This design comes from an exercise in tuning for small area on the open sky130 flow, not from production work. In this exercise RTL edits were held to simulation tests only and were not proved equivalent to the original. Power is estimated from default activity; no workload was simulated.

==> design.v <==
`timescale 1ns/10ps
`default_nettype none
package core_pkg;
    typedef logic [20-1:0] word_t;     
    typedef logic [3-1:0] reg_addr_t;  
    localparam word_t HALF_MASK = word_t'({10{1'b1}});  
    typedef enum logic [6-1:0] {
        OP_TRAP  = 6'd0,
        OP_NOP   = 6'd1,
        OP_NOT   = 6'd8,
        OP_AND   = 6'd9,
        OP_OR    = 6'd10,
        OP_XOR   = 6'd11,
        OP_SHFTR = 6'd12,
        OP_SHFTL = 6'd13,
        OP_ROTR  = 6'd14,
        OP_ROTL  = 6'd15,
        OP_SWAP  = 6'd16,
        OP_INC   = 6'd17,
        OP_DEC   = 6'd18,
        OP_ADD   = 6'd19,
        OP_SUB   = 6'd21,
        OP_EQ    = 6'd23,
        OP_GT    = 6'd24,
        OP_LT    = 6'd25
    } opcode_e;
    typedef enum logic [1:0] {
        PH_FETCH,
        PH_DECODE,
        PH_EXECUTE,
        PH_WRITE_BACK
    } phase_e;
endpackage
`default_nettype wire
`timescale 1ns/10ps
`default_nettype none
module core_top (
    input  logic        clk,
    input  logic        reset,
    input  logic [19:0] instruction,
    input  logic        load_en,
    input  logic [2:0]  load_addr,
    input  logic [2:0]  rd_addr,
    input  logic [19:0] load_data,
    output logic [19:0] rd_data,
    output logic        fetch_enable,
    output logic        decode_enable,
    output logic        execute_enable,
    output logic        write_back_enable,
    output logic        trap_mode,
    output logic        zero_flag,
    output logic        sign_flag,
    output logic        carry_flag
);
    logic [1:0] ph;
    always_ff @(posedge clk) begin
        ph[0] <= ~reset & ~ph[1];
        ph[1] <= ~reset & ph[0];
    end
    wire ph_f = ~ph[1] & ~ph[0];
    wire ph_d = ~ph[1] &  ph[0];
    wire ph_w =  ph[1] & ~ph[0];
    assign fetch_enable      = ph_f & ~trap_mode;
    assign decode_enable     = ph_d & ~trap_mode;
    assign execute_enable    = ph[1] & ph[0] & ~trap_mode;
    assign write_back_enable = ph_w & ~trap_mode;
    logic [5:0] opc;
    logic       half;
    logic [2:0] src1, dst1, dst2;
    always_ff @(posedge clk) begin
        src1 <= instruction[13:11];           
        if (ph_f) begin
            opc  <= instruction[19:14];
            half <= instruction[1];
            dst1 <= instruction[7:5];
            dst2 <= instruction[4:2];
        end
    end
    always_ff @(posedge clk) begin
        if (reset)                          trap_mode <= 1'b0;
        else if (decode_enable && opc == 6'd0) trap_mode <= 1'b1;
    end
    logic [19:0] regs [8];
    always_comb begin
        rd_data = '0;
        for (int i = 0; i < 8; i++)
            rd_data = rd_data | (regs[i] & {20{rd_addr == 3'(i)}});
    end
    wire [2:0] ra = ph_f ? instruction[10:8] : src1;
    logic [19:0] rp;
    always_comb begin
        rp = '0;
        for (int i = 0; i < 8; i++)
            rp = rp | (regs[i] & {20{ra == 3'(i)}});
    end
    wire        byp = ph_f & load_en & (load_addr == instruction[10:8]);
    wire [19:0] xv  = byp ? load_data : rp;
    wire        hm  = ph_f ? instruction[1] : half;
    wire [19:0] xm  = {xv[19:10] & {10{~hm}}, xv[9:0]};
    logic [19:0] opa, opb;
    always_ff @(posedge clk) begin
        if (ph_f) opb <= xm;
        if (ph_d) opa <= xm;
    end
    wire o_not  = opc == 6'd8;
    wire o_and  = opc == 6'd9;
    wire o_or   = opc == 6'd10;
    wire o_xor  = opc == 6'd11;
    wire o_shr  = opc == 6'd12;
    wire o_shl  = opc == 6'd13;
    wire o_ror  = opc == 6'd14;
    wire o_rol  = opc == 6'd15;
    wire o_swap = opc == 6'd16;
    wire o_inc  = opc == 6'd17;
    wire o_dec  = opc == 6'd18;
    wire o_add  = opc == 6'd19;
    wire o_sub  = opc == 6'd21;
    wire o_eq   = opc == 6'd23;
    wire o_gt   = opc == 6'd24;
    wire o_lt   = opc == 6'd25;
    wire o_cmpb = o_sub | o_eq | o_gt | o_lt;        
    wire o_arith = o_inc | o_dec | o_add | o_cmpb;
    wire y_inv  = o_cmpb | o_dec;
    wire y_use  = o_add | o_cmpb;
    wire cin    = o_inc | o_sub | o_eq | o_lt;
    wire [19:0] yv  = ({20{y_use}} & opb) ^ {20{y_inv}};
    logic [20:0] cy;
    logic [20:0] sum;
    always_comb begin
        cy[0] = cin;
        for (int i = 0; i < 20; i++) begin
            sum[i]  = opa[i] ^ yv[i] ^ cy[i];
            cy[i+1] = (opa[i] & yv[i]) | (cy[i] & (opa[i] ^ yv[i]));
        end
        sum[20] = cy[20];
    end
    wire a_top = half ? opa[9] : opa[19];
    wire [19:0] shr = {1'b0, opa[19:1]};
    wire [19:0] shl = {opa[18:0], 1'b0};
    logic [19:0] r1;
    always_comb begin
        r1 = sum[19:0];
        if (o_not)  r1 = ~opa;
        if (o_and)  r1 = opa & opb;
        if (o_or)   r1 = opa | opb;
        if (o_xor)  r1 = opa ^ opb;
        if (o_shr)  r1 = shr;
        if (o_ror)  r1 = shr | (half ? 20'(opa[0]) << 9 : 20'(opa[0]) << 19);
        if (o_shl)  r1 = shl;
        if (o_rol)  r1 = shl | 20'(a_top);
        if (o_swap) r1 = opb;
    end
    wire [19:0] r1m = {r1[19:10] & {10{~half}}, r1[9:0]};
    wire writes  = o_not | o_and | o_or | o_xor | o_shr | o_shl | o_ror | o_rol |
                   o_swap | o_inc | o_dec | o_add | o_sub;
    wire z_upd   = writes & ~o_swap | o_eq;
    wire s_upd   = writes & ~o_swap | o_gt | o_lt;
    wire c_upd   = o_shr | o_shl | o_inc | o_dec | o_add | o_sub;
    wire cout_w  = half ? sum[10] : sum[20];
    wire z_val   = r1m == 20'd0;
    wire s_val   = o_gt ? sum[20] : o_lt ? ~sum[20] : (half ? r1m[9] : r1m[19]);
    wire c_val   = o_shr ? opa[0] : o_shl ? a_top : (o_sub | o_dec) ? ~sum[20] : cout_w;
    always_ff @(posedge clk) begin
        if (reset) begin
            zero_flag  <= 1'b0;
            sign_flag  <= 1'b0;
            carry_flag <= 1'b0;
        end else if (write_back_enable) begin
            if (z_upd) zero_flag  <= z_val;
            if (s_upd) sign_flag  <= s_val;
            if (c_upd) carry_flag <= c_val;
        end
    end
    wire        wb_w = write_back_enable & writes;
    wire [19:0] wbus = {20{~reset}} & (wb_w ? r1m : load_data);
    always_ff @(posedge clk) begin
        for (int i = 0; i < 8; i++) begin
            logic sel_a, sel_w, hold;
            sel_a = ~reset & wb_w & o_swap & (dst2 == 3'(i));
            sel_w = reset | (wb_w ? ((dst1 == 3'(i)) & ~sel_a) : (load_en & (load_addr == 3'(i))));
            hold  = ~(sel_a | sel_w);
            regs[i] <= ({20{hold}} & regs[i]) | ({20{sel_w}} & wbus) | ({20{sel_a}} & opa);
        end
    end
endmodule
`default_nettype wire
==> run.sh <==
#!/bin/bash
# synth_recipe.tcl (not shown) runs the flow's synth.tcl, then flattens the netlist and writes it again
# the make line also repeats each setting of config.mk as NAME=value (left out here)
make -C /OpenROAD-flow-scripts/flow DESIGN_CONFIG=/design/flow/config.mk WORK_HOME=/design/flow/orfs CLKGATE_MAP_FILE= SYNTH_SCRIPT=/design/flow/synth_recipe.tcl finish
==> config.mk <==
export PLATFORM = sky130hd
export DESIGN_NAME = core_top
export DESIGN_NICKNAME = core_top
export VERILOG_FILES = /design/flow/design.v
export SDC_FILE = /design/flow/constraint.sdc
export NUM_CORES = 4
export LEC_CHECK = 0
export CAP_MARGIN = 20
export CORE_MARGIN = 2
export CORE_UTILIZATION = 65
export PLACE_DENSITY = 0.75
export SLEW_MARGIN = 20
==> constraint.sdc <==
create_clock -name core_clock -period 8.0 [get_ports {clk}]
set_input_delay 1.6000 -clock core_clock [delete_from_list [all_inputs] [get_ports {clk}]]
set_output_delay 1.6000 -clock core_clock [all_outputs]
set_load 0.01 [all_outputs]
==> metrics.cfg, run 1 <==
[die]
die_y_um = 151.2
initial_core_util_pct = 66.55
rows = 53
dieArea_sq_um = 22850
die_w_um = 151.2
core-area_sq_um = 21150
num_io_pins = 77

[synthesis]
yosysUniqueCellTypes = 90
synthTopCellsByArea = dfxtp_1 (24%), a22oi_1 (13%), edfxtp_1 (11%)
synth_top_area_cell = dfxtp_1
synth_common_cells = a22oi_1 (237), dfxtp_1 (170), nand2_1 (170), o21ai_0 (148), clkbuf_1 (104)
syn_nets = 1735
synth-seq-area-share_pct = 35.26
async_flop_share_pct = 0
synth-seq-cells = 222
avgSynthCellArea_sq_um = 8.658
synthMostInstantiatedCell = a22oi_1
synth.top_cell.area_share_pct = 24.17
syn-instance-count = 1626
synth_edf_count = 52
syn_area_sq_um = 14080
synth_ff_type = dfxtp_1
yosys_warnings = 2

[status]
so_faults = setup timing
status = complete, but fails checks

[global_route]
grt_pass1_wl_mm = 82.08
top_usage_layer = met2
grt_antenna_before_repair = 0
met3_usage_pct = 16.17
use_met1_pct = 59.48
grt_pass1_vias = 14170
grt_usage_pct = 47.76
use_met2_pct = 71.39
grt_max_degree = 46
grt.overflow.total = 0

[power_and_ir_drop]
p_int_mw = 2.187
power_leakage_nw = 5.889
seq_power_share_pct = 42.7
power.switching_mw = 1.101
p_clk_share_pct = 32.7
pwr-share-comb_pct = 24.6
worst_ir_drop_vdd_mv = 0.2467
switching_share_pct = 33.49
power_density_nw_per_um2 = 203.0

[drt]
vias = 14940
wirelength_mm = 55.53
route.detailed.drc = 0
drt-initial-drc-count = 2612
drt-pass1-iter-count = 11
wl_per_cell_um = 28.48
vias_per_cell = 7.662
ant_nets = 0

[placement]
finalWeightedCongestion = 0.9622
hpwl_mm = 34.87
io_buffers = 75
pre_cts_slack_ns = -1.784

[sta]
worst_slack_ns = -1.681
rsz0062_at_grt = true
slew_viol_final = 0
skew_ns = 0.007967
fin_crit_ns = 9.681
worst_slew_pin_slew_ns = 1.136
finalCritPeriodShare_pct = 121.0
setup_viol = 51
relSlewSlack_pct = 24.00
hold_violations = 0
max_freq_mhz = 103.3
fin_tns_setup_ns = -44.20
whs_ns = 0.4981

[run]
maxCapViolCount = 0

[worst_setup_path]
worst_r2r_endpoint = regs[5][19]
worst_ep_arrival_time_ns = 10.14
ff2ff_setup_slack_ns = -1.68
cpMostUsedCell = fa_2
cp.depth = 31
path_buf_inv = 3
critPathMaxFanout = 8
reg2reg_depth = 31
crit_family = adder cells
max_stage_delay_ns = 0.48
r2r-start = opc[2]
crit_type = register to register
endpoint = regs[5][19]
critPathLaunchType = register
critical-path-slowest-cell = fa_1
worstSetupEndpointType = register
critical_path.startpoint = opc[2]
cp.required_ns = 8.46

[final_layout]
area_growth_pct = 15.06
nNetsFinal = 1766
final_core_util_pct = 76.58
antenna_cells = 0
drive_above_1_share_pct = 13.97

[clock_tree]
cts_root_buffer = clkbuf_16
cts_buffers = 25
cts_tree = built
clk_latency_ns = 0.52
htreeDepth = 1
clk_path_buf_depth = 3
clk_pin_slew_ns = 0.07
cts.sinks = 222

[hold_path]
hold_class = register to register

==> sequential cells by signal, indices dropped and copies added (netlist names) <==
signal / cells
carry_flag: 1
dst1: 3
dst2: 3
half: 1
opa: 20
opb: 20
opc: 6
ph: 2
regs: 160
sign_flag: 1
src1: 3
trap_mode: 1
zero_flag: 1
==> worst min path at each step <==
stage               startpoint  cells after the start  slack (ns)   endpoint
CTS                  sign_flag                      2        0.49  sign_flag
floorplan                ph[1]                      1        0.44      ph[0]
finish               sign_flag                      2        0.50  sign_flag
global route         sign_flag                      2        0.53  sign_flag
detailed placement   sign_flag                      2        0.48  sign_flag
global placement     sign_flag                      2        0.47  sign_flag
==> cells in the final DEF, fill, tap and decap left out, drive strengths merged, types with 15 or more instances in the layout <==
cell type      Yosys  layout
nor3              31      31
nand3             33      33
nand2            174     174
mux2i             16      16
edfxtp            52      52
o221ai            15      15
clkdlybuf4s50      0      75
a221oi            28      28
fa                20      20
clkbuf           104      37
a21o              15      15
nand4             23      23
nor2              73      73
mux2              29      29
buf               46      79
dfxtp            170     170
ha                40      40
a22oi            237     237
xor2              22      22
o21ai            174     174
a21oi             38      38
a211oi            18      18
inv               53      54
a31oi             20      20
==> layout make-up <==
| type | instances | area [sq um] |
|---|---|---|
| clock inverters | 8 | 42.54 |
| flip-flops and latches | 222 | 4965 |
| inverters | 54 | 203.9 |
| multi-input cells | 1200 | 8579 |
| fillers | 1569 | 4955 |
| well taps | 275 | 344.1 |
| repair buffers | 154 | 1363 |
| clock buffers | 37 | 701.9 |
==> cell families (layout without fill, tap and decap cells) <==
| family | count (synthesis) | count (layout) | synth area share [%] |
|---|---|---|---|
| compound gates | 653 | 653 | 32.68 |
| simple gates | 418 | 418 | 14.89 |
| flops | 222 | 222 | 35.26 |
| buf+inv | 204 | 253 | 5.821 |
| fa+ha+maj | 60 | 60 | 6.399 |
| mux | 45 | 45 | 3.457 |
| xor+xnor | 24 | 24 | 1.493 |
==> worst min-delay path, cell delays in order, from the launching register on <==
cell     delay [ns]
dfxtp_1        0.32
nand2_1        0.07
a21oi_1        0.06
==> power by group through the flow <==
stage                     Sequential [mW]  Combinational [mW]  Clock [mW]
after floorplan                      1.36               0.494           0
after global placement               1.41               0.741           0
after detailed placement             1.42               0.762           0
after CTS                            1.39               0.772        1.06
after global routing                 1.41               0.855        1.10
final                                1.41               0.808        1.08
==> metal layers <==
metal	wire, um	up-vias	part of all wire [%]
met4	4277	0	7.7
met5	0	-	0
li1	-	6263	-
met2	23260	1361	42
met1	19300	6929	35
met3	8687	388	16
==> metrics by stage <==
step                      instances  cell area, sq um  total power [mW]
after global placement         1902             15370             2.156
after global routing           1950             16200             3.369
final                          1950             16200             3.289
after floorplan                1626             14230             1.858
after detailed placement       1903             15390             2.178
after CTS                      1950             16170             3.230
==> what timing repair did <==
item | 4_1_cts | 5_1_grt
setup buffers | 2 | 0
pin swaps | 11 | 1
setup endpoints to repair | 51 | 59
hold buffers | 0 | 0
hold endpoints to repair | 0 | 0
resized for setup | 4 | 4
==> run 2: changes to the inputs <==
--- a/design.v
+++ b/design.v
@@ -101,4 +101,5 @@
     always_ff @(posedge clk) begin
         if (ph_f) opb <= xm;
+        else if (ph[1] & ph[0]) opb[9:0] <= r1[9:0];    
         if (ph_d) opa <= xm;
     end
@@ -125,4 +126,5 @@
     wire cin    = o_inc | o_sub | o_eq | o_lt;
     wire [19:0] yv  = ({20{y_use}} & opb) ^ {20{y_inv}};
+    logic        c10;
     logic [20:0] cy;
     logic [20:0] sum;
@@ -130,4 +132,5 @@
         cy[0] = cin;
         for (int i = 0; i < 20; i++) begin
+            if (i == 10) cy[10] = c10;
             sum[i]  = opa[i] ^ yv[i] ^ cy[i];
             cy[i+1] = (opa[i] & yv[i]) | (cy[i] & (opa[i] ^ yv[i]));
@@ -135,21 +138,32 @@
         sum[20] = cy[20];
     end
+    logic c10_x;
+    always_comb c10_x = (opa[9] & yv[9]) | (cy[9] & (opa[9] ^ yv[9]));
+    always_ff @(posedge clk) c10 <= c10_x;
     wire a_top = half ? opa[9] : opa[19];
     wire [19:0] shr = {1'b0, opa[19:1]};
     wire [19:0] shl = {opa[18:0], 1'b0};
+    logic [3:0] tt;
+    always_comb begin
+        tt = 4'b0000;
+        if (o_not)  tt = 4'b0011;
+        if (o_and)  tt = 4'b1000;
+        if (o_or)   tt = 4'b1110;
+        if (o_xor)  tt = 4'b0110;
+        if (o_swap) tt = 4'b1010;
+    end
+    wire o_logic = o_not | o_and | o_or | o_xor | o_swap;
+    wire o_sr = o_shr | o_ror;
+    wire o_sl = o_shl | o_rol;
     logic [19:0] r1;
     always_comb begin
-        r1 = sum[19:0];
-        if (o_not)  r1 = ~opa;
-        if (o_and)  r1 = opa & opb;
-        if (o_or)   r1 = opa | opb;
-        if (o_xor)  r1 = opa ^ opb;
-        if (o_shr)  r1 = shr;
-        if (o_ror)  r1 = shr | (half ? 20'(opa[0]) << 9 : 20'(opa[0]) << 19);
-        if (o_shl)  r1 = shl;
-        if (o_rol)  r1 = shl | 20'(a_top);
-        if (o_swap) r1 = opb;
-    end
-    wire [19:0] r1m = {r1[19:10] & {10{~half}}, r1[9:0]};
+        for (int i = 0; i < 20; i++) begin
+            logic sri, sli;
+            sri = (i == 19) ? (o_ror & ~half & opa[0]) : (i == 9) ? (opa[10] | (o_ror & half & opa[0])) : opa[i+1];
+            sli = (i == 0) ? (o_rol & a_top) : opa[i-1];
+            r1[i] = (o_logic & tt[{opa[i], opb[i]}]) | (o_sr & sri) | (o_sl & sli) | (o_arith & sum[i]);
+        end
+    end
+    wire [19:0] r1m = {r1[19:10] & {10{~half}}, opb[9:0]};
     wire writes  = o_not | o_and | o_or | o_xor | o_shr | o_shl | o_ror | o_rol |
                    o_swap | o_inc | o_dec | o_add | o_sub;
@@ -157,5 +171,5 @@
     wire s_upd   = writes & ~o_swap | o_gt | o_lt;
     wire c_upd   = o_shr | o_shl | o_inc | o_dec | o_add | o_sub;
-    wire cout_w  = half ? sum[10] : sum[20];
+    wire cout_w  = half ? c10 : sum[20];
     wire z_val   = r1m == 20'd0;
     wire s_val   = o_gt ? sum[20] : o_lt ? ~sum[20] : (half ? r1m[9] : r1m[19]);
--- a/config.mk
+++ b/config.mk
@@ -8,5 +8,5 @@
 export CAP_MARGIN = 20
 export CORE_MARGIN = 2
-export CORE_UTILIZATION = 65
-export PLACE_DENSITY = 0.75
+export CORE_UTILIZATION = 50
+export PLACE_DENSITY = 0.65
 export SLEW_MARGIN = 20
==> metrics.cfg, run 2 <==
[die]
core-area_sq_um = 25910  ; +22%
die_w_um = 166.1  ; +9.8%
dieArea_sq_um = 27570  ; +21%
initial_core_util_pct = 50.67  ; -16 points
num_io_pins = 77  ; unchanged
die_y_um = 166.1  ; +9.8%
rows = 59  ; +11%

[worst_setup_path]
crit_path_cell_trace = nor2_1 > or3b_2 > a21oi_1 > nand2_1 > xor2_1 > fa_1 > fa_1 > fa_1 > fa_1 > fa_1 > fa_1 > fa_1 > inv_1 > fa_1 > inv_1 > fa_1 > fa_1 > a22oi_1 > a21oi_1 > a22o_2 > a221o_1
max_stage_delay_ns = 0.62  ; +0.14 ns
critical-path-slowest-cell = edfxtp_1
worst_ep_arrival_time_ns = 7.42  ; -2.72 ns
critical_path.startpoint = opc[2]
r2r-start = opc[2]
crit_type = register to register
critPathMaxFanout = 14  ; +6
cp.required_ns = 8.43  ; -0.03 ns
reg2reg_depth = 21  ; -32%
critPathLaunchType = register
worstSetupEndpointType = register
cpMostUsedCell = fa_1

[final_layout]
mostFrequentLayoutCells = nand2_1 (234), dfxtp_1 (171), a22oi_1 (160), nor2_1 (117), o21ai_0 (99)
nNetsFinal = 1622  ; -8.2%
top_register = regs
area_growth_pct = 15.02  ; about the same
design_area_sq_um = 15100  ; -6.8%
reg_top3 = regs (160), opa (20), opb (20)
fillers = 2299  ; +47%
layout_commonest_cell = nand2_1
drive_above_1_share_pct = 9.311  ; -4.7 points
largest_reg_flops = 160  ; unchanged
antenna_cells = 0  ; unchanged

[sta]
max_freq_mhz = 143.0  ; +38%
fin_tns_setup_ns = 0  ; +44.20 ns
worst_slew_pin_slew_ns = 1.156  ; +0.01950 ns
hold_violations = 0  ; unchanged
slew_viol_final = 0  ; unchanged
setup_viol = 0  ; -100%
skew_ns = 0.02086  ; +0.01289 ns
rsz0062_at_grt = false
finalCritPeriodShare_pct = 87.39  ; -34 points
fin_crit_ns = 6.991  ; -2.691 ns
relSlewSlack_pct = 22.69  ; -1.3 points

[clock_tree]
clk_latency_ns = 0.56  ; +0.04 ns
cts.sinks = 223  ; +0.45%
cts_buffers = 25  ; unchanged
cts_tree = built
cts.hold.buffers_added = 0  ; unchanged
htreeDepth = 1  ; unchanged
clk_pin_slew_ns = 0.06  ; about the same
cts_root_buffer = clkbuf_16
clk_path_buf_depth = 3  ; unchanged
cts-resized-gates = 0  ; -4
post_cts.repair.setup_buffers = 0  ; -2

[synthesis]
syn-instance-count = 1548  ; -4.8%
synth_ff_type = dfxtp_1
synth_edf_count = 52  ; unchanged
synthTopCellsByArea = dfxtp_1 (26%), edfxtp_1 (12%), a22oi_1 (9.1%)
synth_top_area_cell = dfxtp_1
avgSynthCellArea_sq_um = 8.482  ; -2.0%
yosysUniqueCellTypes = 68  ; -24%
async_flop_share_pct = 0  ; unchanged
synth-seq-area-share_pct = 37.96  ; +2.7 points
yosys_warnings = 2  ; unchanged
synth_common_cells = nand2_1 (234), dfxtp_1 (171), a22oi_1 (160), nor2_1 (124), clkbuf_1 (115)
synth.top_cell.area_share_pct = 26.07  ; +1.9 points
syn_nets = 1621  ; -6.6%
synth-seq-cells = 223  ; +0.45%
syn_area_sq_um = 13130  ; -6.7%
synthMostInstantiatedCell = nand2_1

[global_route]
grt_antenna_before_repair = 0  ; unchanged
grt_max_degree = 51  ; +11%
grt.overflow.total = 0  ; unchanged
grt_usage_pct = 36.35  ; -11 points
grt_pass1_wl_mm = 77.79  ; -5.2%
grt_pass1_vias = 12510  ; -12%

[hold_path]
hold_depth = 1  ; -1
hold_class = register to register
worstHoldStart = ph[1]

[drt]
vias = 13530  ; -9.5%
ant_nets = 0  ; unchanged
wl_per_cell_um = 27.46  ; -3.6%
vias_per_cell = 7.107  ; -7.2%
drt-pass1-iter-count = 8  ; -3
drt-initial-drc-count = 1989  ; -24%
wirelength_mm = 52.26  ; -5.9%
route.detailed.drc = 0  ; unchanged

[placement]
hpwl_mm = 31.66  ; -9.2%
finalWeightedCongestion = 0.9236  ; -4.0%
place_area_sq_um = 14220  ; -7.6%
io_buffers = 75  ; unchanged

[power_and_ir_drop]
power_leakage_nw = 5.444  ; -7.6%
worst_ir_drop_vdd_mv = 0.1679  ; -32%
power_density_nw_per_um2 = 220.1  ; +8.4%

[run]
maxCapViolCount = 0  ; unchanged

[status]
status = no timing/DRC/antenna violations

[run 2: logic make-up (layout without fill, tap and decap cells)]
group                    Yosys count  in the layout  share of synthesized area (%)
AND/OR/NAND/NOR                  509            509                          17.22
multiplexers                      40             40                          3.240
XOR/XNOR                          25             25                          1.668
buffers and inverters            185            205                          5.575
adder cells (fa/ha/maj)           24             24                          3.431
AO/OA/AOI/OAI                    542            542                          30.90
flip-flops                       223            223                          37.96
[run 2: critical path: cells and delay by family, from the launching register on]
family                   cells  cell delay (ns)
AND/OR/NAND/NOR              3             0.66
flip-flops                   1             0.62
AO/OA/AOI/OAI                5             1.25
adder cells (fa/ha/maj)     10             4.07
buffers and inverters        2             0.14
XOR/XNOR                     1             0.15
[run 2: area by class of cell]
cell class / count / area [sq um] / share of cell area (%)
Tap cell: 335 / 419.2 / 2.775
Sequential cell: 223 / 4985 / 33.01
Clock buffer: 37 / 720.7 / 4.772
Multi-Input combinational cell: 1140 / 7574 / 50.15
Inverter: 37 / 138.9 / 0.9196
Clock inverter: 9 / 161.4 / 1.069
Timing Repair Buffer: 122 / 1104 / 7.307
[run 2: worst paths after layout]
check	end	slack, ns
setup / recovery	regs[5][19]	1.01
hold / removal	ph[0]	0.45
setup reg to reg	regs[5][19]	1.01
hold reg to reg	ph[0]	0.45
[run 2: per-stage QoR]
step                      hold WS [ns]  std cells  power, mW  worst slack, ns  util, %
after CTS                       0.4540       1903      3.304           0.9808    58.28
after detailed placement        0.4405       1857      2.067           0.9642    54.88
final                           0.4498       1903      3.324            1.009    58.28
after global placement          0.4279       1857      2.059            1.114    54.88
after floorplan                 0.4168       1548      1.796            1.108        -
after global routing            0.4824       1903      3.431           0.6774    58.28
[run 2: metal layers]
metal  share of wire [%]  vias up  GRT usage, %  wire, um
li1                    -     5869             -         -
met1                  38     6392         48.27     19770
met2                  44     1022         55.75     22930
met3                  12      242         6.506      6303
met4                 6.2        0         21.32      3258
met5                   0        -             0         0
[run 2: where the power goes]
group | internal [mW] | total, mW | switching [mW]
logic | 0.250 | 0.639 | 0.390
clock network | 0.755 | 1.25 | 0.497
registers | 1.28 | 1.43 | 0.155
total | 2.28 | 3.32 | 1.04
==> run 3: changes to the inputs <==
--- a/config.mk
+++ b/config.mk
@@ -9,4 +9,5 @@
 export CORE_MARGIN = 2
 export CORE_UTILIZATION = 50
+export CTS_BUF_LIST = sky130_fd_sc_hd__clkbuf_4 sky130_fd_sc_hd__clkbuf_8
 export PLACE_DENSITY = 0.65
 export SLEW_MARGIN = 20
==> metrics.cfg, run 3 <==
[status]
status = no timing/DRC/antenna violations

[clock_tree]
clk_pin_slew_ns = 0.05  ; about the same
cts-resized-gates = 0  ; unchanged
clk_path_buf_depth = 3  ; unchanged
htreeDepth = 2  ; +1
cts_buffers = 42  ; +68%
post_cts.repair.setup_buffers = 0  ; unchanged
cts_root_buffer = clkbuf_8
cts_tree = built
cts.sinks = 223  ; unchanged
cts.hold.buffers_added = 0  ; unchanged
clk_latency_ns = 0.58  ; +0.02 ns

[synthesis]
synth_edf_count = 52  ; unchanged
synthMostInstantiatedCell = nand2_1
syn_area_sq_um = 13130  ; unchanged
async_flop_share_pct = 0  ; unchanged
synth_ff_type = dfxtp_1
synth.top_cell.area_share_pct = 26.07  ; unchanged
yosys_warnings = 2  ; unchanged
yosysUniqueCellTypes = 68  ; unchanged
syn_nets = 1621  ; unchanged
synth_xor_area_share_pct = 1.668  ; unchanged
synth_top_area_cell = dfxtp_1
synthTopCellsByArea = dfxtp_1 (26%), edfxtp_1 (12%), a22oi_1 (9.1%)
synth_common_cells = nand2_1 (234), dfxtp_1 (171), a22oi_1 (160), nor2_1 (124), clkbuf_1 (115)
synth-seq-cells = 223  ; unchanged
syn-instance-count = 1548  ; unchanged
synth-compound-area-share_pct = 30.90  ; unchanged
synth_top_family_by_area = compound AO/OA/AOI/OAI gates
synth-simple-area-share_pct = 17.22  ; unchanged
synthAdderAreaFrac_pct = 3.431  ; unchanged
synth-seq-area-share_pct = 37.96  ; unchanged
avgSynthCellArea_sq_um = 8.482  ; unchanged
muxShareOfSynthArea_pct = 3.240  ; unchanged

[die]
rows = 59  ; unchanged
die_w_um = 166.1  ; unchanged
num_io_pins = 77  ; unchanged
dieArea_sq_um = 27570  ; unchanged
die_y_um = 166.1  ; unchanged
core-area_sq_um = 25910  ; unchanged
initial_core_util_pct = 50.67  ; unchanged

[power_and_ir_drop]
switching_share_pct = 32.63  ; +1.3 points
p_clk_share_pct = 36.0  ; -1.6 points
power_density_nw_per_um2 = 214.8  ; -2.4%
seq_power_share_pct = 44.3  ; +1.2 points
p_int_mw = 2.184  ; -4.4%
pwr-share-comb_pct = 19.7  ; +0.5 points
power_leakage_nw = 5.482  ; +0.70%
worst_ir_drop_vdd_mv = 0.1641  ; -2.2%
power.switching_mw = 1.058  ; +1.6%

[worst_setup_path]
reg2reg_depth = 21  ; unchanged
worst_r2r_endpoint = regs[5][19]
max_stage_delay_ns = 0.62  ; about the same
ff2ff_setup_slack_ns = 1.01  ; about the same
crit_path_cell_trace = nor2_1 > or3b_2 > a21oi_1 > nand2_1 > xor2_1 > fa_1 > fa_1 > fa_1 > fa_1 > fa_1 > fa_1 > fa_1 > inv_1 > fa_1 > inv_1 > fa_1 > fa_1 > a22oi_1 > a21oi_1 > a22o_2 > a221o_1
critical_path.startpoint = opc[2]
critical-path-slowest-cell = edfxtp_1
critPathLaunchType = register
r2r-start = opc[2]
crit_family = adder cells
cp.required_ns = 8.45  ; +0.02 ns
path_buf_inv = 2  ; unchanged
crit_type = register to register
worstSetupEndpointType = register
critPathMaxFanout = 14  ; unchanged
worst_ep_arrival_time_ns = 7.44  ; +0.02 ns
cpMostUsedCell = fa_1

[drt]
vias_per_cell = 7.022  ; -1.2%
routed.top_layer = met4
route.detailed.drc = 0  ; unchanged
vias = 13550  ; +0.21%
wl_met2_mm = 22.92  ; about the same
wl_met3_mm = 6.527  ; +3.6%
drt-pass1-iter-count = 6  ; -2
drt-initial-drc-count = 2183  ; +9.8%
wirelength_mm = 52.45  ; +0.36%
met1_length_mm = 19.35  ; -2.2%
ant_nets = 0  ; unchanged
wl_per_cell_um = 27.18  ; -1.0%

[global_route]
grt_pass1_vias = 12580  ; +0.58%
grt_antenna_before_repair = 0  ; unchanged
grt_max_degree = 51  ; unchanged
grt.overflow.total = 0  ; unchanged
grt_usage_pct = 36.64  ; +0.29 points
grt_pass1_wl_mm = 78.13  ; +0.43%

[sta]
finalCritPeriodShare_pct = 87.44  ; about the same
relSlewSlack_pct = 26.33  ; +3.6 points
slew_viol_final = 0  ; unchanged
setup_viol = 0  ; unchanged
max_freq_mhz = 143.0  ; about the same
fin_tns_setup_ns = 0  ; unchanged
whs_ns = 0.4497  ; -0.0001280 ns
hold_violations = 0  ; unchanged
rsz0062_at_grt = false
skew_ns = 0.02457  ; +0.003710 ns
worst_slew_pin_slew_ns = 1.102  ; -0.05435 ns
fin_crit_ns = 6.995  ; +0.004010 ns

[final_layout]
mostFrequentLayoutCells = nand2_1 (234), dfxtp_1 (171), a22oi_1 (160), nor2_1 (117), o21ai_0 (99)
reg_top3 = regs (160), opa (20), opb (20)
layout.cells.non_filler = 1930  ; +1.4%
drive_above_1_share_pct = 11.29  ; +2.0 points
design_area_sq_um = 15090  ; about the same
layout_commonest_cell = nand2_1
top_register = regs
largest_reg_flops = 160  ; unchanged
final_core_util_pct = 58.25  ; about the same
antenna_cells = 0  ; unchanged
area_growth_pct = 14.96  ; about the same
nNetsFinal = 1639  ; +1.0%

[placement]
hpwl_mm = 31.66  ; unchanged
finalWeightedCongestion = 0.9236  ; unchanged
dp.cells = 1857  ; unchanged
io_buffers = 75  ; unchanged
place_area_sq_um = 14220  ; unchanged

[hold_path]
hold_class = register to register
hold_depth = 1  ; unchanged
min_to = ph[0]
worstHoldStart = ph[1]

[run]
maxCapViolCount = 0  ; unchanged

==> run 3: area by class of cell <==
cell class | count | area (sq um)
Multi-Input combinational cell | 1140 | 7574
Tap cell | 335 | 419.2
Clock inverter | 12 | 103.9
Fill cell | 2332 | 10820
Timing Repair Buffer | 122 | 1104
Clock buffer | 61 | 770.7
Sequential cell | 223 | 4985
Inverter | 37 | 138.9
==> run 3: how the worst max path moves through the flow <==
stage | endpoint | slack (ns) | cells after the start
after CTS | regs[6][19] | 0.97 | 21
after detailed placement | regs[6][19] | 0.96 | 21
after global placement | regs[7][19] | 1.11 | 21
after floorplan | regs[1][19] | 1.11 | 23
after global routing | regs[1][19] | 0.67 | 21
final | regs[5][19] | 1.01 | 21
==> run 3: cells by family after synthesis <==
group,Yosys count
AOI/OAI and AO/OA,542
and+or+nand+nor,509
DFF,223
buffers and inverters,185
muxes,40
xor gates and xnor gates,25
adders and majority gates,24
==> run 3: per-stage QoR <==
stage / setup slack (ns) / power (mW)
detailed placement: 0.9642 / 2.067
finish: 1.005 / 3.242
CTS: 0.9722 / 3.225
global route: 0.6730 / 3.358
global placement: 1.114 / 2.059
floorplan: 1.108 / 1.796
==> run 3: power groups by stage <==
| stage | Clock (mW) | Combinational [mW] | Sequential [mW] |
|---|---|---|---|
| 2_1_floorplan | 0 | 0.424 | 1.37 |
| 3_3_place_gp | 0 | 0.611 | 1.45 |
| 3_5_place_dp | 0 | 0.620 | 1.45 |
| 4_1_cts | 1.18 | 0.623 | 1.43 |
| 5_1_grt | 1.23 | 0.682 | 1.45 |
| 6_report | 1.17 | 0.639 | 1.44 |
==> run 3: worst register-to-register path, cell delays in order, from the launching register on <==
cell and delay [ns]:
edfxtp_1 0.62, nor2_1 0.12, or3b_2 0.45, a21oi_1 0.21
nand2_1 0.09, xor2_1 0.15, fa_1 0.40, fa_1 0.45
fa_1 0.43, fa_1 0.43, fa_1 0.43, fa_1 0.44
fa_1 0.41, inv_1 0.09, fa_1 0.18, inv_1 0.06
fa_1 0.45, fa_1 0.46, a22oi_1 0.18, a21oi_1 0.14
a22o_2 0.40, a221o_1 0.32
==> run 3: routing by layer <==
metal  global-route usage, %  up-vias
met5                       0        -
met4                   21.74        0
met3                   6.864      273
met2                   56.47     1072
met1                   48.12     6307
li1                        -     5901
==> run 4: changes to the inputs <==
==> flow/run.sh (new file) <==
#!/bin/bash
# Layout flow: the standard flow (standard.sh, unchanged synthesis and
# steps) with two settings changed:
#  - port buffers are sky130_fd_sc_hd__buf_1 (every port still gets one);
#  - the clock tree is built from clkbuf_4/clkbuf_8 without dummy loads,
#    with sink clusters of up to 16 flip-flops.
# Each tool's full output stays in orfs/logs/; make's output goes to
# flow_make.log in the work folder.
set -euo pipefail
export BUFFER_PORTS_ARGS="-buffer_cell sky130_fd_sc_hd__buf_1"
export CTS_ARGS="-sink_clustering_enable -repair_clock_nets -dont_use_dummy_load -buf_list {sky130_fd_sc_hd__clkbuf_4 sky130_fd_sc_hd__clkbuf_8} -sink_clustering_size 16 -sink_clustering_max_diameter 80"
bash standard.sh finish > flow_make.log 2>&1
==> standard.sh (new file) <==
#!/bin/bash
# synth_recipe.tcl (not shown) runs the flow's synth.tcl, then flattens the netlist and writes it again
# the make line also repeats each setting of config.mk as NAME=value (left out here)
make -C /OpenROAD-flow-scripts/flow DESIGN_CONFIG=/design/flow/config.mk WORK_HOME=/design/flow/orfs CLKGATE_MAP_FILE= SYNTH_SCRIPT=/design/flow/synth_recipe.tcl "${@:-finish}"
--- a/config.mk
+++ b/config.mk
@@ -9,5 +9,4 @@
 export CORE_MARGIN = 2
 export CORE_UTILIZATION = 50
-export CTS_BUF_LIST = sky130_fd_sc_hd__clkbuf_4 sky130_fd_sc_hd__clkbuf_8
 export PLACE_DENSITY = 0.65
 export SLEW_MARGIN = 20
removed: run.sh
==> metrics.cfg, run 4 <==
[die]
rows = 59  ; unchanged
dieArea_sq_um = 27570  ; unchanged
num_io_pins = 77  ; unchanged
die_y_um = 166.1  ; unchanged
die_w_um = 166.1  ; unchanged
core-area_sq_um = 25910  ; unchanged
initial_core_util_pct = 50.67  ; unchanged

[run]
maxCapViolCount = 0  ; unchanged

[synthesis]
yosys_warnings = 2  ; unchanged
yosysUniqueCellTypes = 68  ; unchanged
synth-seq-cells = 223  ; unchanged
synthTopCellsByArea = dfxtp_1 (26%), edfxtp_1 (12%), a22oi_1 (9.1%)
synthAdderAreaFrac_pct = 3.431  ; unchanged
syn_nets = 1621  ; unchanged
synth.top_cell.area_share_pct = 26.07  ; unchanged
synth-seq-area-share_pct = 37.96  ; unchanged
avgSynthCellArea_sq_um = 8.482  ; unchanged
synth_edf_count = 52  ; unchanged
synth_top_area_cell = dfxtp_1
syn_area_sq_um = 13130  ; unchanged
muxShareOfSynthArea_pct = 3.240  ; unchanged
synth_common_cells = nand2_1 (234), dfxtp_1 (171), a22oi_1 (160), nor2_1 (124), clkbuf_1 (115)
syn-instance-count = 1548  ; unchanged
synthMostInstantiatedCell = nand2_1
synth_xor_area_share_pct = 1.668  ; unchanged
synth-compound-area-share_pct = 30.90  ; unchanged
synth_top_family_by_area = compound AO/OA/AOI/OAI gates
async_flop_share_pct = 0  ; unchanged
synth_ff_type = dfxtp_1
synth-simple-area-share_pct = 17.22  ; unchanged

[clock_tree]
cts.hold.buffers_added = 0  ; unchanged
post_cts.repair.setup_buffers = 0  ; unchanged
cts_root_buffer = clkbuf_8
cts_tree = built
clk_latency_ns = 0.56  ; -0.02 ns
cts_buffers = 18  ; -57%
cts-resized-gates = 0  ; unchanged
clk_path_buf_depth = 3  ; unchanged
cts.sinks = 223  ; unchanged
clk_pin_slew_ns = 0.11  ; +0.06 ns
htreeDepth = 1  ; -1

[global_route]
grt.overflow.total = 0  ; unchanged
grt_antenna_before_repair = 0  ; unchanged
grt_pass1_vias = 12360  ; -1.8%
grt_max_degree = 65  ; +27%
grt_usage_pct = 36.17  ; -0.47 points
grt_pass1_wl_mm = 77.35  ; -1.0%

[final_layout]
mostFrequentLayoutCells = nand2_1 (234), dfxtp_1 (171), a22oi_1 (160), nor2_1 (118), o21ai_0 (99)
multi_input_area_sq_um = 7571  ; about the same
layout_commonest_cell = nand2_1
nNetsFinal = 1619  ; -1.2%
drive_above_1_share_pct = 8.420  ; -2.9 points
reg_top3 = regs (160), opa (20), opb (20)
fillers = 2412  ; +3.4%
seqCellArea_sq_um = 4985  ; unchanged
top_register = regs
antenna_cells = 0  ; unchanged
area_growth_pct = 6.832
largest_reg_flops = 160  ; unchanged

[hold_path]
hold_depth = 1  ; unchanged
worstHoldStart = ph[1]
min_to = ph[0]
hold_class = register to register

[drt]
ant_nets = 0  ; unchanged
wl_per_cell_um = 27.42  ; +0.91%
wirelength_mm = 51.53  ; -1.8%
drt-pass1-iter-count = 6  ; unchanged
route.detailed.drc = 0  ; unchanged
drt-initial-drc-count = 2356  ; +7.9%
vias = 13330  ; -1.7%
vias_per_cell = 7.093  ; +1.0%

[worst_setup_path]
critPathLaunchType = register
cp.required_ns = 8.44  ; about the same
crit_type = register to register
ff2ff_setup_slack_ns = 0.98  ; -0.03 ns
worst_r2r_endpoint = regs[3][19]
worst_ep_arrival_time_ns = 7.47  ; +0.03 ns
worstSetupEndpointType = register
critPathMaxFanout = 27  ; +13
reg2reg_depth = 21  ; unchanged
r2r-start = opc[0]

[placement]
io_buffers = 75  ; unchanged
finalWeightedCongestion = 0.9184  ; -0.56%
hpwl_mm = 31.78  ; +0.36%
pre_cts_slack_ns = 1.039  ; +0.07501 ns

[sta]
relSlewSlack_pct = 20.02  ; -6.3 points
fin_tns_setup_ns = 0  ; unchanged
hold_violations = 0  ; unchanged
worst_slack_ns = 0.9752  ; -0.02999 ns
finalCritPeriodShare_pct = 87.81  ; +0.37 points
skew_ns = 0.06240  ; +0.03782 ns
max_freq_mhz = 142.4  ; -0.43%
slew_viol_final = 0  ; unchanged
rsz0062_at_grt = false
setup_viol = 0  ; unchanged
fin_crit_ns = 7.025  ; +0.02999 ns
worst_slew_pin_slew_ns = 1.200  ; +0.09824 ns

[power_and_ir_drop]
power_leakage_nw = 4.973  ; -9.3%
power_density_nw_per_um2 = 187.2  ; -13%
worst_ir_drop_vdd_mv = 0.1332  ; -19%
power_mw = 2.626  ; -19%

[status]
status = no timing/DRC/antenna violations

run 4: cell counts after synthesis:
Identical to the previous run, type by type.
run 4: where the power goes:
group	switching (mW)	internal (mW)	total (mW)
registers	0.155	1.28	1.43
clock network	0.386	0.203	0.589
logic	0.386	0.218	0.604
total	0.927	1.70	2.63
run 4: worst max path at each step:
stage	from	end	slack [ns]	cells past startpoint
floorplan	opc[2]	regs[1][19]	1.11	23
global placement	opc[0]	regs[7][19]	1.10	21
detailed placement	opc[0]	regs[6][19]	1.04	21
CTS	opc[0]	regs[3][19]	1.01	21
global route	opc[0]	regs[1][19]	0.61	21
finish	opc[0]	regs[3][19]	0.98	21
run 4: cells by family (layout without fill, tap and decap cells):
kind of cell,after synthesis,count (layout)
AOI/OAI and AO/OA,542,542
and+or+nand+nor,509,509
DFF,223,223
buffers and inverters,185,181
muxes,40,40
xor gates and xnor gates,25,25
adders and majority gates,24,24
run 4: critical path: stages, from the launching register on:
cell and delay, ns:
edfxtp_1 0.69, buf_4 0.46, a21oi_1 0.11, o21ai_0 0.17, nand2_1 0.10, xor2_1 0.19, fa_1 0.40, fa_1 0.44
fa_1 0.43, fa_1 0.42, fa_1 0.42, fa_1 0.43, fa_1 0.40, inv_1 0.08, fa_1 0.17, inv_1 0.07
fa_1 0.44, fa_1 0.47, a22oi_1 0.17, a21oi_1 0.14, a22o_2 0.40, a221o_1 0.31
run 4: per-layer routing:
metal / GRT usage [%] / routed length [um] / up-vias
met5: 0 / 0 / -
met4: 18.11 / 2758 / 0
met3: 5.744 / 6028 / 188
met2: 55.44 / 22670 / 958
met1: 49.75 / 20070 / 6360
li1: - / - / 5822
run 4: per-stage QoR:
stage | std cells | instance area (sq um) | utilization, % | hold slack [ns]
after floorplan | 1548 | 13130 | - | 0.4168
after global placement | 1861 | 13780 | 53.18 | 0.4287
after detailed placement | 1861 | 13780 | 53.18 | 0.4362
after CTS | 1879 | 14030 | 54.14 | 0.4641
after global routing | 1879 | 14030 | 54.14 | 0.4919
final | 1879 | 14030 | 54.14 | 0.4682
run 4: layout make-up:
type	instances	share of cell area [%]
Multi-Input combinational cell	1140	53.97
Clock buffer	18	1.766
Inverter	37	0.9901
Sequential cell	223	35.54
Timing Repair Buffer	126	4.745
Tap cell	335	2.988
==> run 5: changes to the inputs <==
--- a/design.v
+++ b/design.v
@@ -35,4 +35,63 @@
 `timescale 1ns/10ps
 `default_nettype none
+module rf_bit (
+    input  logic q,
+    input  logic a,
+    input  logic sel_a,
+    input  logic hold,
+    input  logic nw,
+    input  logic nsw,
+    output logic d
+);
+    assign d = ~((nw | nsw) & ~((a & sel_a) | (hold & q)));
+endmodule
+module ao3n (
+    input  logic s0, d0, s1, d1, s2, d2,
+    output logic y
+);
+    assign y = ~((s0 & d0) | (s1 & d1) | (s2 & d2));
+endmodule
+module ao2n (
+    input  logic s0, d0, s1, d1,
+    output logic y
+);
+    assign y = ~((s0 & d0) | (s1 & d1));
+endmodule
+module rd_bit8 (
+    input  logic [7:0] s,
+    input  logic [7:0] d,
+    output logic       y
+);
+    logic t0, t1, t2;
+    ao3n i_t0 (.s0(s[0]), .d0(d[0]), .s1(s[1]), .d1(d[1]), .s2(s[2]), .d2(d[2]), .y(t0));
+    ao3n i_t1 (.s0(s[3]), .d0(d[3]), .s1(s[4]), .d1(d[4]), .s2(s[5]), .d2(d[5]), .y(t1));
+    assign t2 = ~((s[6] & d[6]) | (s[7] & d[7]));
+    assign y = ~(t0 & t1 & t2);
+endmodule
+module rd_bit9 (
+    input  logic [8:0] s,
+    input  logic [8:0] d,
+    output logic       y
+);
+    logic t0, t1, t2;
+    ao3n i_t0 (.s0(s[0]), .d0(d[0]), .s1(s[1]), .d1(d[1]), .s2(s[2]), .d2(d[2]), .y(t0));
+    ao3n i_t1 (.s0(s[3]), .d0(d[3]), .s1(s[4]), .d1(d[4]), .s2(s[5]), .d2(d[5]), .y(t1));
+    ao3n i_t2 (.s0(s[6]), .d0(d[6]), .s1(s[7]), .d1(d[7]), .s2(s[8]), .d2(d[8]), .y(t2));
+    assign y = ~(t0 & t1 & t2);
+endmodule
+module rd_bit10 (
+    input  logic [9:0] s,
+    input  logic [9:0] d,
+    output logic       y
+);
+    logic t0, t1, t2;
+    ao3n i_t0 (.s0(s[0]), .d0(d[0]), .s1(s[1]), .d1(d[1]), .s2(s[2]), .d2(d[2]), .y(t0));
+    ao3n i_t1 (.s0(s[3]), .d0(d[3]), .s1(s[4]), .d1(d[4]), .s2(s[5]), .d2(d[5]), .y(t1));
+    ao3n i_t2 (.s0(s[6]), .d0(d[6]), .s1(s[7]), .d1(d[7]), .s2(s[8]), .d2(d[8]), .y(t2));
+    assign y = ~(t0 & t1 & t2 & ~(s[9] & d[9]));
+endmodule
+`default_nettype wire
+`timescale 1ns/10ps
+`default_nettype none
 module core_top (
     input  logic        clk,
@@ -82,25 +141,60 @@
     end
     logic [19:0] regs [8];
+    logic [7:0] rsel_ext;
+    always_comb
+        for (int i = 0; i < 8; i++) rsel_ext[i] = rd_addr == 3'(i);
+    for (genvar k = 0; k < 20; k++) begin : g_rd
+        logic [7:0] col;
+        for (genvar i = 0; i < 8; i++) begin : g_col
+            assign col[i] = regs[i][k];
+        end
+        rd_bit8 i_rd (.s(rsel_ext), .d(col), .y(rd_data[k]));
+    end
+    wire [2:0] ra     = ph_f ? instruction[10:8] : src1;
+    wire [5:0] iop    = instruction[19:14];
+    wire       f_inv  = iop == 6'd21 || iop == 6'd23 || iop == 6'd24 || iop == 6'd25 || iop == 6'd18;
+    wire       f_zero = iop == 6'd17 || iop == 6'd18;
+    wire       byp    = load_en & (load_addr == instruction[10:8]);
+    wire       hm     = ph_f ? instruction[1] : half;
+    wire       rd_on  = ph_f ? ~f_zero & ~byp : ph_d;
+    wire       ld_on  = ph_f & ~f_zero & byp;
+    wire       ph_e   = ph[1] & ph[0];
+    logic [19:0] xv;
+    logic [19:0] r1;
+    logic [9:0]  isel_lo;
+    logic [8:0]  isel_hi;
     always_comb begin
-        rd_data = '0;
-        for (int i = 0; i < 8; i++)
-            rd_data = rd_data | (regs[i] & {20{rd_addr == 3'(i)}});
-    end
-    wire [2:0] ra = ph_f ? instruction[10:8] : src1;
-    logic [19:0] rp;
-    always_comb begin
-        rp = '0;
-        for (int i = 0; i < 8; i++)
-            rp = rp | (regs[i] & {20{ra == 3'(i)}});
-    end
-    wire        byp = ph_f & load_en & (load_addr == instruction[10:8]);
-    wire [19:0] xv  = byp ? load_data : rp;
-    wire        hm  = ph_f ? instruction[1] : half;
-    wire [19:0] xm  = {xv[19:10] & {10{~hm}}, xv[9:0]};
+        for (int i = 0; i < 8; i++) begin
+            isel_lo[i] = rd_on & (ra == 3'(i));
+            isel_hi[i] = isel_lo[i] & ~hm;
+        end
+        isel_lo[8] = ld_on;
+        isel_hi[8] = ld_on & ~hm;
+        isel_lo[9] = ph_e;
+    end
+    for (genvar k = 0; k < 20; k++) begin : g_x
+        if (k < 10) begin : g_lo
+            logic [9:0] col;
+            for (genvar i = 0; i < 8; i++) begin : g_col
+                assign col[i] = regs[i][k];
+            end
+            assign col[8] = load_data[k];
+            assign col[9] = r1[k];
+            rd_bit10 i_x (.s(isel_lo), .d(col), .y(xv[k]));
+        end else begin : g_hi
+            logic [8:0] col;
+            for (genvar i = 0; i < 8; i++) begin : g_col
+                assign col[i] = regs[i][k];
+            end
+            assign col[8] = load_data[k];
+            rd_bit9 i_x (.s(isel_hi), .d(col), .y(xv[k]));
+        end
+    end
+    wire [19:0] xb = xv ^ {20{ph_f & f_inv}};
     logic [19:0] opa, opb;
     always_ff @(posedge clk) begin
-        if (ph_f) opb <= xm;
-        else if (ph[1] & ph[0]) opb[9:0] <= r1[9:0];    
-        if (ph_d) opa <= xm;
+        if (ph_f)      opb       <= xb;
+        else if (ph_e) opb[9:0]  <= xb[9:0];    
+        if (ph_d)      opa       <= xv;
     end
     wire o_not  = opc == 6'd8;
@@ -125,5 +219,5 @@
     wire y_use  = o_add | o_cmpb;
     wire cin    = o_inc | o_sub | o_eq | o_lt;
-    wire [19:0] yv  = ({20{y_use}} & opb) ^ {20{y_inv}};
+    wire [19:0] yv  = opb;
     logic        c10;
     logic [20:0] cy;
@@ -156,5 +250,4 @@
     wire o_sr = o_shr | o_ror;
     wire o_sl = o_shl | o_rol;
-    logic [19:0] r1;
     always_comb begin
         for (int i = 0; i < 20; i++) begin
@@ -187,14 +280,23 @@
     end
     wire        wb_w = write_back_enable & writes;
-    wire [19:0] wbus = {20{~reset}} & (wb_w ? r1m : load_data);
-    always_ff @(posedge clk) begin
+    wire [19:0] nwbus = ~({20{~reset}} & (wb_w ? r1m : load_data));
+    logic [7:0]  sel_a, nsel_w, hold;
+    always_comb
         for (int i = 0; i < 8; i++) begin
-            logic sel_a, sel_w, hold;
-            sel_a = ~reset & wb_w & o_swap & (dst2 == 3'(i));
-            sel_w = reset | (wb_w ? ((dst1 == 3'(i)) & ~sel_a) : (load_en & (load_addr == 3'(i))));
-            hold  = ~(sel_a | sel_w);
-            regs[i] <= ({20{hold}} & regs[i]) | ({20{sel_w}} & wbus) | ({20{sel_a}} & opa);
-        end
-    end
+            logic sw;
+            sel_a[i]  = ~reset & wb_w & o_swap & (dst2 == 3'(i));
+            sw        = reset | (wb_w ? ((dst1 == 3'(i)) & ~sel_a[i]) : (load_en & (load_addr == 3'(i))));
+            nsel_w[i] = ~sw;
+            hold[i]   = ~(sel_a[i] | sw);
+        end
+    logic [19:0] rnext [8];
+    for (genvar i = 0; i < 8; i++) begin : g_rf
+        for (genvar k = 0; k < 20; k++) begin : g_bit
+            rf_bit i_b (.q(regs[i][k]), .a(opa[k]), .sel_a(sel_a[i]), .hold(hold[i]),
+                .nw(nwbus[k]), .nsw(nsel_w[i]), .d(rnext[i][k]));
+        end
+    end
+    always_ff @(posedge clk)
+        for (int i = 0; i < 8; i++) regs[i] <= rnext[i];
 endmodule
 `default_nettype wire
==> run.sh (new file) <==
#!/bin/bash
# synth_recipe.tcl (not shown) runs the flow's synth.tcl, then flattens the netlist and writes it again
# the make line also repeats each setting of config.mk as NAME=value (left out here)
make -C /OpenROAD-flow-scripts/flow DESIGN_CONFIG=/design/flow/config.mk WORK_HOME=/design/flow/orfs CLKGATE_MAP_FILE= SYNTH_SCRIPT=/design/flow/synth_recipe.tcl finish
--- a/config.mk
+++ b/config.mk
@@ -8,5 +8,8 @@
 export CAP_MARGIN = 20
 export CORE_MARGIN = 2
-export CORE_UTILIZATION = 50
-export PLACE_DENSITY = 0.65
+export CORE_UTILIZATION = 45
+export CTS_BUF_LIST = sky130_fd_sc_hd__clkbuf_4 sky130_fd_sc_hd__clkbuf_8
+export PLACE_DENSITY = 0.6
 export SLEW_MARGIN = 20
+export SYNTH_HIERARCHICAL = 1
+export SYNTH_MINIMUM_KEEP_SIZE = 0
removed: flow/run.sh
removed: standard.sh
==> metrics.cfg, run 5 <==
[status]
status = no timing/DRC/antenna violations

[power_and_ir_drop]
pwr-share-comb_pct = 17.4  ; -5.6 points
worst_ir_drop_vdd_mv = 0.1661  ; +25%
seq_power_share_pct = 45.4  ; -9.1 points
power_leakage_nw = 4.822  ; -3.0%
power.switching_mw = 0.9650  ; +4.1%
power_density_nw_per_um2 = 222.1  ; +19%
p_int_mw = 2.133  ; +26%
p_clk_share_pct = 37.2  ; +15 points
power_mw = 3.098  ; +18%
switching_share_pct = 31.14  ; -4.2 points

[placement]
finalWeightedCongestion = 0.9100  ; -0.91%
dp.cells = 1664  ; -11%
io_buffers = 75  ; unchanged
hpwl_mm = 31.02  ; -2.4%

[synthesis]
synth-seq-cells = 223  ; unchanged
synth_top_area_cell = dfxtp_1
syn_area_sq_um = 11770  ; -10%
synth_edf_count = 52  ; unchanged
synth-compound-area-share_pct = 35.21  ; +4.3 points
synth_top_family_by_area = compound AO/OA/AOI/OAI gates
synthTopCellsByArea = dfxtp_1 (29%), edfxtp_1 (13%), a22oi_1 (12%)
muxShareOfSynthArea_pct = 2.072  ; -1.2 points
yosysUniqueCellTypes = 69  ; +1.5%
synth_common_cells = a22oi_1 (181), dfxtp_1 (171), o21ai_1 (161), a222oi_1 (100), nand2_1 (88)
synth_ff_type = dfxtp_1
avgSynthCellArea_sq_um = 9.411  ; +11%
synth-simple-area-share_pct = 11.43  ; -5.8 points
synth.top_cell.area_share_pct = 29.08  ; +3.0 points
syn-instance-count = 1251  ; -19%
synthAdderAreaFrac_pct = 3.826  ; +0.40 points
synth-seq-area-share_pct = 42.34  ; +4.4 points
synthMostInstantiatedCell = a22oi_1
async_flop_share_pct = 0  ; unchanged
synth_xor_area_share_pct = 1.934  ; +0.27 points
yosys_warnings = 10  ; +8
syn_nets = 1324  ; -18%

[drt]
wirelength_mm = 50.16  ; -2.7%
drt-initial-drc-count = 2263  ; -3.9%
route.detailed.drc = 0  ; unchanged
wl_per_cell_um = 28.96  ; +5.6%
ant_nets = 0  ; unchanged
drt-pass1-iter-count = 12  ; +6
vias = 12320  ; -7.5%
vias_per_cell = 7.115  ; +0.31%

[sta]
slew_viol_final = 0  ; unchanged
max_freq_mhz = 156.1  ; +9.7%
whs_ns = 0.4647  ; -0.003562 ns
rsz0062_at_grt = false
hold_violations = 0  ; unchanged
skew_ns = 0.01707  ; -0.04533 ns
relSlewSlack_pct = 15.78  ; -4.2 points
fin_tns_setup_ns = 0  ; unchanged
fin_crit_ns = 6.405  ; -0.6195 ns
finalCritPeriodShare_pct = 80.07  ; -7.7 points
worst_slew_pin_slew_ns = 1.259  ; +0.05892 ns
setup_viol = 0  ; unchanged

[global_route]
grt_pass1_wl_mm = 74.06  ; -4.3%
grt.overflow.total = 0  ; unchanged
grt_antenna_before_repair = 0  ; unchanged
grt_usage_pct = 35.12  ; -1.0 points
grt_pass1_vias = 11610  ; -6.1%
grt_max_degree = 39  ; -40%

[final_layout]
top_register = regs
drive_above_1_share_pct = 9.592  ; +1.2 points
layout_commonest_cell = a22oi_1
largest_reg_flops = 160  ; unchanged
layout.cells.non_filler = 1732  ; -7.8%
reg_top3 = regs (160), opa (20), opb (20)
final_core_util_pct = 54.00  ; -0.14 points
nNetsFinal = 1444  ; -11%
area_growth_pct = 18.51
fillers = 2432  ; +0.83%
antenna_cells = 0  ; unchanged
seqCellArea_sq_um = 4985  ; unchanged
mostFrequentLayoutCells = a22oi_1 (181), dfxtp_1 (171), o21ai_1 (161), a222oi_1 (100), nand2_1 (88)
multi_input_area_sq_um = 6489  ; -14%

[worst_setup_path]
crit_path_cell_trace = nor2b_1 > nand4_1 > fa_1 > fa_1 > fa_1 > fa_1 > fa_1 > fa_1 > fa_1 > fa_1 > fa_1 > fa_1 > o221ai_1 > nand2_1 > nand4_1 > xnor2_1
cp.required_ns = 8.29  ; -0.15 ns
worstSetupEndpointType = register
cpMostUsedCell = fa_1
worst_ep_arrival_time_ns = 6.70  ; -0.77 ns
max_stage_delay_ns = 0.58  ; -0.11 ns
critical-path-slowest-cell = edfxtp_1
ff2ff_setup_slack_ns = 1.59  ; +0.62 ns
critPathMaxFanout = 14  ; -48%
critPathLaunchType = register
crit_type = register to register

[clock_tree]
cts_buffers = 40  ; +22
htreeDepth = 2  ; +1
cts_root_buffer = clkbuf_8
cts_tree = built
clk_path_buf_depth = 3  ; unchanged
cts-resized-gates = 0  ; unchanged
cts.hold.buffers_added = 0  ; unchanged
post_cts.repair.setup_buffers = 0  ; unchanged
clk_pin_slew_ns = 0.08  ; -0.03 ns
cts.sinks = 223  ; unchanged
clk_latency_ns = 0.55  ; about the same

[die]
rows = 59  ; unchanged
die_w_um = 165.7  ; -0.18%
dieArea_sq_um = 27470  ; -0.37%
die_y_um = 165.7  ; -0.18%
core-area_sq_um = 25840  ; -0.28%
initial_core_util_pct = 45.56  ; -5.1 points
num_io_pins = 77  ; unchanged

[run]
maxCapViolCount = 0  ; unchanged

[hold_path]
hold_class = register to register

[run 5: final timing paths]
path           from     end  cells after the start
min           ph[1]   ph[0]                      1
min reg2reg   ph[1]   ph[0]                      1
max          opc[4]  opb[9]                     16
max reg2reg  opc[4]  opb[9]                     16
[run 5: power by group through the flow]
| stage | Combinational, mW | Clock [mW] | Sequential, mW |
|---|---|---|---|
| after floorplan | 0.328 | 0 | 1.37 |
| after global placement | 0.512 | 0 | 1.42 |
| after detailed placement | 0.521 | 0 | 1.42 |
| after CTS | 0.524 | 1.15 | 1.40 |
| after global routing | 0.583 | 1.20 | 1.42 |
| final | 0.540 | 1.15 | 1.41 |
[run 5: kinds of logic (layout without fill, tap and decap cells)]
logic type      Yosys count  count (layout)
compound gates          587             587
fa+ha+maj                24              24
flops                   223             223
simple gates            277             277
mux                      24              24
buf+inv                  90             236
xor+xnor                 26              26
[run 5: through the flow]
stage / setup WS (ns) / area, sq um
floorplan: 2.060 / 11770
global placement: 1.691 / 13110
detailed placement: 1.641 / 13110
CTS: 1.615 / 13950
global route: 1.244 / 13950
finish: 1.595 / 13950
[run 5: cell type report]
cell class                      instances  area share [%]
Timing Repair Buffer                  108           7.156
Tap cell                              335           3.004
Clock inverter                         11          0.7712
Sequential cell                       223           35.73
Inverter                               60           1.614
Clock buffer                           57           5.219
Multi-Input combinational cell        938           46.51
[run 5: metal layers]
layer  GRT usage [%]  share of wire [%]
met2           51.60                 42
met4           12.78                3.7
met1           49.76                 40
met3           9.342                 14
met5               0                  0
[run 5: modules after synthesis (local to each module, per instance)]
module    flip-flops and latches  copies in the design  cell area [sq um]
rd_bit8                        0                    20              12.51
rd_bit9                        0                    10              5.005
core_top                     223                     1               8369
ao3n                           0                   100              10.01
rf_bit                         0                   160              12.51
rd_bit10                       0                    10              10.01
[run 5: critical path, delay by kind of cell, from the launching register on]
| family | cells | cell delay (ns) |
|---|---|---|
| adders and majority gates | 10 | 4.15 |
| xor gates and xnor gates | 1 | 0.21 |
| and+or+nand+nor | 4 | 1.09 |
| DFF | 1 | 0.58 |
| AOI/OAI and AO/OA | 1 | 0.12 |
==> run 6: changes to the inputs <==
==> flow/run.sh (new file) <==
#!/bin/bash
# Layout flow: the standard flow (standard.sh, unchanged synthesis and
# steps) with two settings changed:
#  - port buffers are sky130_fd_sc_hd__buf_1 (every port still gets one);
#  - the clock tree is built from clkbuf_4/clkbuf_8 without dummy loads,
#    with sink clusters of up to 14 flip-flops.
# Each tool's full output stays in orfs/logs/; make's output goes to
# flow_make.log in the work folder.
set -euo pipefail
export BUFFER_PORTS_ARGS="-buffer_cell sky130_fd_sc_hd__buf_1"
export CTS_ARGS="-sink_clustering_enable -repair_clock_nets -dont_use_dummy_load -buf_list {sky130_fd_sc_hd__clkbuf_4 sky130_fd_sc_hd__clkbuf_8} -sink_clustering_size 14 -sink_clustering_max_diameter 60"
bash standard.sh finish > flow_make.log 2>&1
==> standard.sh (new file) <==
#!/bin/bash
# synth_recipe.tcl (not shown) runs the flow's synth.tcl, then flattens the netlist and writes it again
# the make line also repeats each setting of config.mk as NAME=value (left out here)
make -C /OpenROAD-flow-scripts/flow DESIGN_CONFIG=/design/flow/config.mk WORK_HOME=/design/flow/orfs CLKGATE_MAP_FILE= SYNTH_SCRIPT=/design/flow/synth_recipe.tcl "${@:-finish}"
--- a/config.mk
+++ b/config.mk
@@ -9,5 +9,4 @@
 export CORE_MARGIN = 2
 export CORE_UTILIZATION = 45
-export CTS_BUF_LIST = sky130_fd_sc_hd__clkbuf_4 sky130_fd_sc_hd__clkbuf_8
 export PLACE_DENSITY = 0.6
 export SLEW_MARGIN = 20
removed: run.sh
==> metrics.cfg, run 6 <==
[status]
status = no timing/DRC/antenna violations

[worst_setup_path]
crit_path_cell_trace = nor2b_1 > nand4_1 > fa_1 > fa_1 > fa_1 > fa_1 > fa_1 > fa_1 > fa_1 > fa_1 > fa_1 > fa_1 > o221ai_1 > nand2_1 > nand4_1 > xnor2_1
r2r-start = opc[4]
critPathMaxFanout = 14  ; unchanged
max_stage_delay_ns = 0.57  ; about the same
ff2ff_setup_slack_ns = 1.85  ; +0.25 ns
worstSetupEndpointType = register
crit_type = register to register
critical-path-slowest-cell = edfxtp_1
cpMostUsedCell = fa_1

[placement]
finalWeightedCongestion = 0.9135  ; +0.38%
dp.cells = 1667  ; +0.18%
io_buffers = 75  ; unchanged

[global_route]
grt_pass1_wl_mm = 72.13  ; -2.6%
grt_usage_pct = 34.21  ; -0.91 points
grt_antenna_before_repair = 0  ; unchanged

[die]
die_w_um = 165.7  ; unchanged
core-area_sq_um = 25840  ; unchanged
num_io_pins = 77  ; unchanged
dieArea_sq_um = 27470  ; unchanged
rows = 59  ; unchanged

[synthesis]
synth_ff_type = dfxtp_1
syn-instance-count = 1251  ; unchanged
synth-seq-area-share_pct = 42.34  ; unchanged
synth-seq-cells = 223  ; unchanged
synth_common_cells = a22oi_1 (181), dfxtp_1 (171), o21ai_1 (161), a222oi_1 (100), nand2_1 (88)
yosysUniqueCellTypes = 69  ; unchanged
synth_top_area_cell = dfxtp_1
synthTopCellsByArea = dfxtp_1 (29%), edfxtp_1 (13%), a22oi_1 (12%)
yosys_warnings = 10  ; unchanged

[sta]
relSlewSlack_pct = 16.84  ; +1.1 points
whs_ns = 0.4506  ; -0.01407 ns
rsz0062_at_grt = false
hold_violations = 0  ; unchanged
fin_crit_ns = 6.151  ; -0.2538 ns
setup_viol = 0  ; unchanged

[final_layout]
top_register = regs
layout_commonest_cell = a22oi_1
layout.cells.non_filler = 1692  ; -2.3%
drive_above_1_share_pct = 7.222  ; -2.4 points
fillers = 2509  ; +3.2%
nNetsFinal = 1432  ; -0.83%
largest_reg_flops = 160  ; unchanged
antenna_cells = 0  ; unchanged
reg_top3 = regs (160), opa (20), opb (20)
final_core_util_pct = 50.39  ; -3.6 points
area_growth_pct = 10.59

[hold_path]
worstHoldStart = ph[1]
hold_class = register to register
hold_depth = 1  ; unchanged
min_to = ph[0]

[clock_tree]
cts_root_buffer = clkbuf_8
htreeDepth = 1  ; -1
cts_tree = built
post_cts.repair.setup_buffers = 0  ; unchanged
cts.sinks = 223  ; unchanged
clk_path_buf_depth = 3  ; unchanged
cts-resized-gates = 0  ; unchanged
clk_latency_ns = 0.60  ; +0.05 ns
cts.hold.buffers_added = 0  ; unchanged

[power_and_ir_drop]
power.switching_mw = 0.8574  ; -11%
p_int_mw = 1.727  ; -19%
seq_power_share_pct = 54.3  ; +8.9 points
p_clk_share_pct = 26.1  ; -11 points
pwr-share-comb_pct = 19.6  ; +2.2 points
power_density_nw_per_um2 = 198.5  ; -11%

[drt]
vias_per_cell = 7.162  ; +0.66%
ant_nets = 0  ; unchanged
wirelength_mm = 49.45  ; -1.4%
route.detailed.drc = 0  ; unchanged
vias = 12120  ; -1.7%

-- run 6: Yosys stat by module, one instance, submodules excluded --
module | area [sq um] | copies in the design | cells
rd_bit9 | 5.005 | 10 | 1
core_top | 8369 | 1 | 761
rd_bit10 | 10.01 | 10 | 2
ao3n | 10.01 | 100 | 1
rd_bit8 | 12.51 | 20 | 2
rf_bit | 12.51 | 160 | 2
-- run 6: logic make-up (layout without fill, tap and decap cells) --
| group | count (synthesis) | in the layout | share of synthesized area, % |
|---|---|---|---|
| DFF | 223 | 223 | 42.34 |
| buffers and inverters | 90 | 196 | 3.188 |
| xor gates and xnor gates | 26 | 26 | 1.934 |
| AOI/OAI and AO/OA | 587 | 587 | 35.21 |
| and+or+nand+nor | 277 | 277 | 11.43 |
| adders and majority gates | 24 | 24 | 3.826 |
| muxes | 24 | 24 | 2.072 |
-- run 6: power groups by stage --
stage / sequential (mW) / clock [mW] / combinational, mW
after global routing: 1.42 / 0.720 / 0.542
after detailed placement: 1.42 / 0 / 0.488
final: 1.40 / 0.674 / 0.507
after floorplan: 1.37 / 0 / 0.328
after CTS: 1.40 / 0.683 / 0.491
after global placement: 1.42 / 0 / 0.480
-- run 6: final cells by class --
type	count	area, sq um	area share, %
flip-flops and latches	223	4985	38.29
multi-input cells	938	6494	49.88
well taps	335	419.2	3.220
inverters	60	225.2	1.730
repair buffers	111	551.8	4.238
clock buffers	25	344.1	2.643
-- run 6: per-stage QoR --
stage | setup WS (ns) | cell area (sq um) | total power, mW
CTS | 1.863 | 13010 | 2.570
global route | 1.667 | 13020 | 2.679
detailed placement | 1.824 | 12670 | 1.910
global placement | 1.908 | 12670 | 1.899
floorplan | 2.060 | 11770 | 1.702
finish | 1.849 | 13020 | 2.585
-- run 6: worst max path at each step --
| stage | from | to | slack [ns] |
|---|---|---|---|
| floorplan | opc[0] | opb[9] | 2.06 |
| global placement | opc[4] | opb[9] | 1.91 |
| detailed placement | opc[4] | opb[9] | 1.82 |
| CTS | opc[4] | opb[9] | 1.86 |
| global route | opa[10] | regs[6][19] | 1.67 |
| finish | opc[4] | opb[9] | 1.85 |
-- run 6: per-layer routing --
metal	vias to the layer above	part of all wire (%)	track usage, %
met5	-	0	0
met4	0	3.1	10.21
met3	114	14	8.151
met2	907	43	51.00
met1	5803	40	49.35
li1	5294	-	-

-- static timing again, ports no longer ideal --
No port has a modelled driver above. Below, the same layouts with a new extraction and two added sets of constraints.
Step 1, drivers: a clkbuf_16 drives clk and a buf_2 each remaining input, both assumed.
Step 2 also shifts input and output timing later by t, the mid clock arrival at the registers, as if the neighbouring blocks saw the same clock.
Slacks: no drivers / after step 1 / after step 2; pairs: no drivers / after step 1.
run	shift t [ns]	slack for setup (ns)
run 1	0.565	-1.681 / -1.681 / -1.681
run 2	0.599	1.009 / 1.009 / 1.009
run 3	0.606	1.005 / 1.005 / 1.005
run 4	0.576	0.975 / 0.975 / 0.975
run 5	0.592	1.595 / 1.595 / 1.595
run 6	0.593	1.849 / 1.849 / 1.849
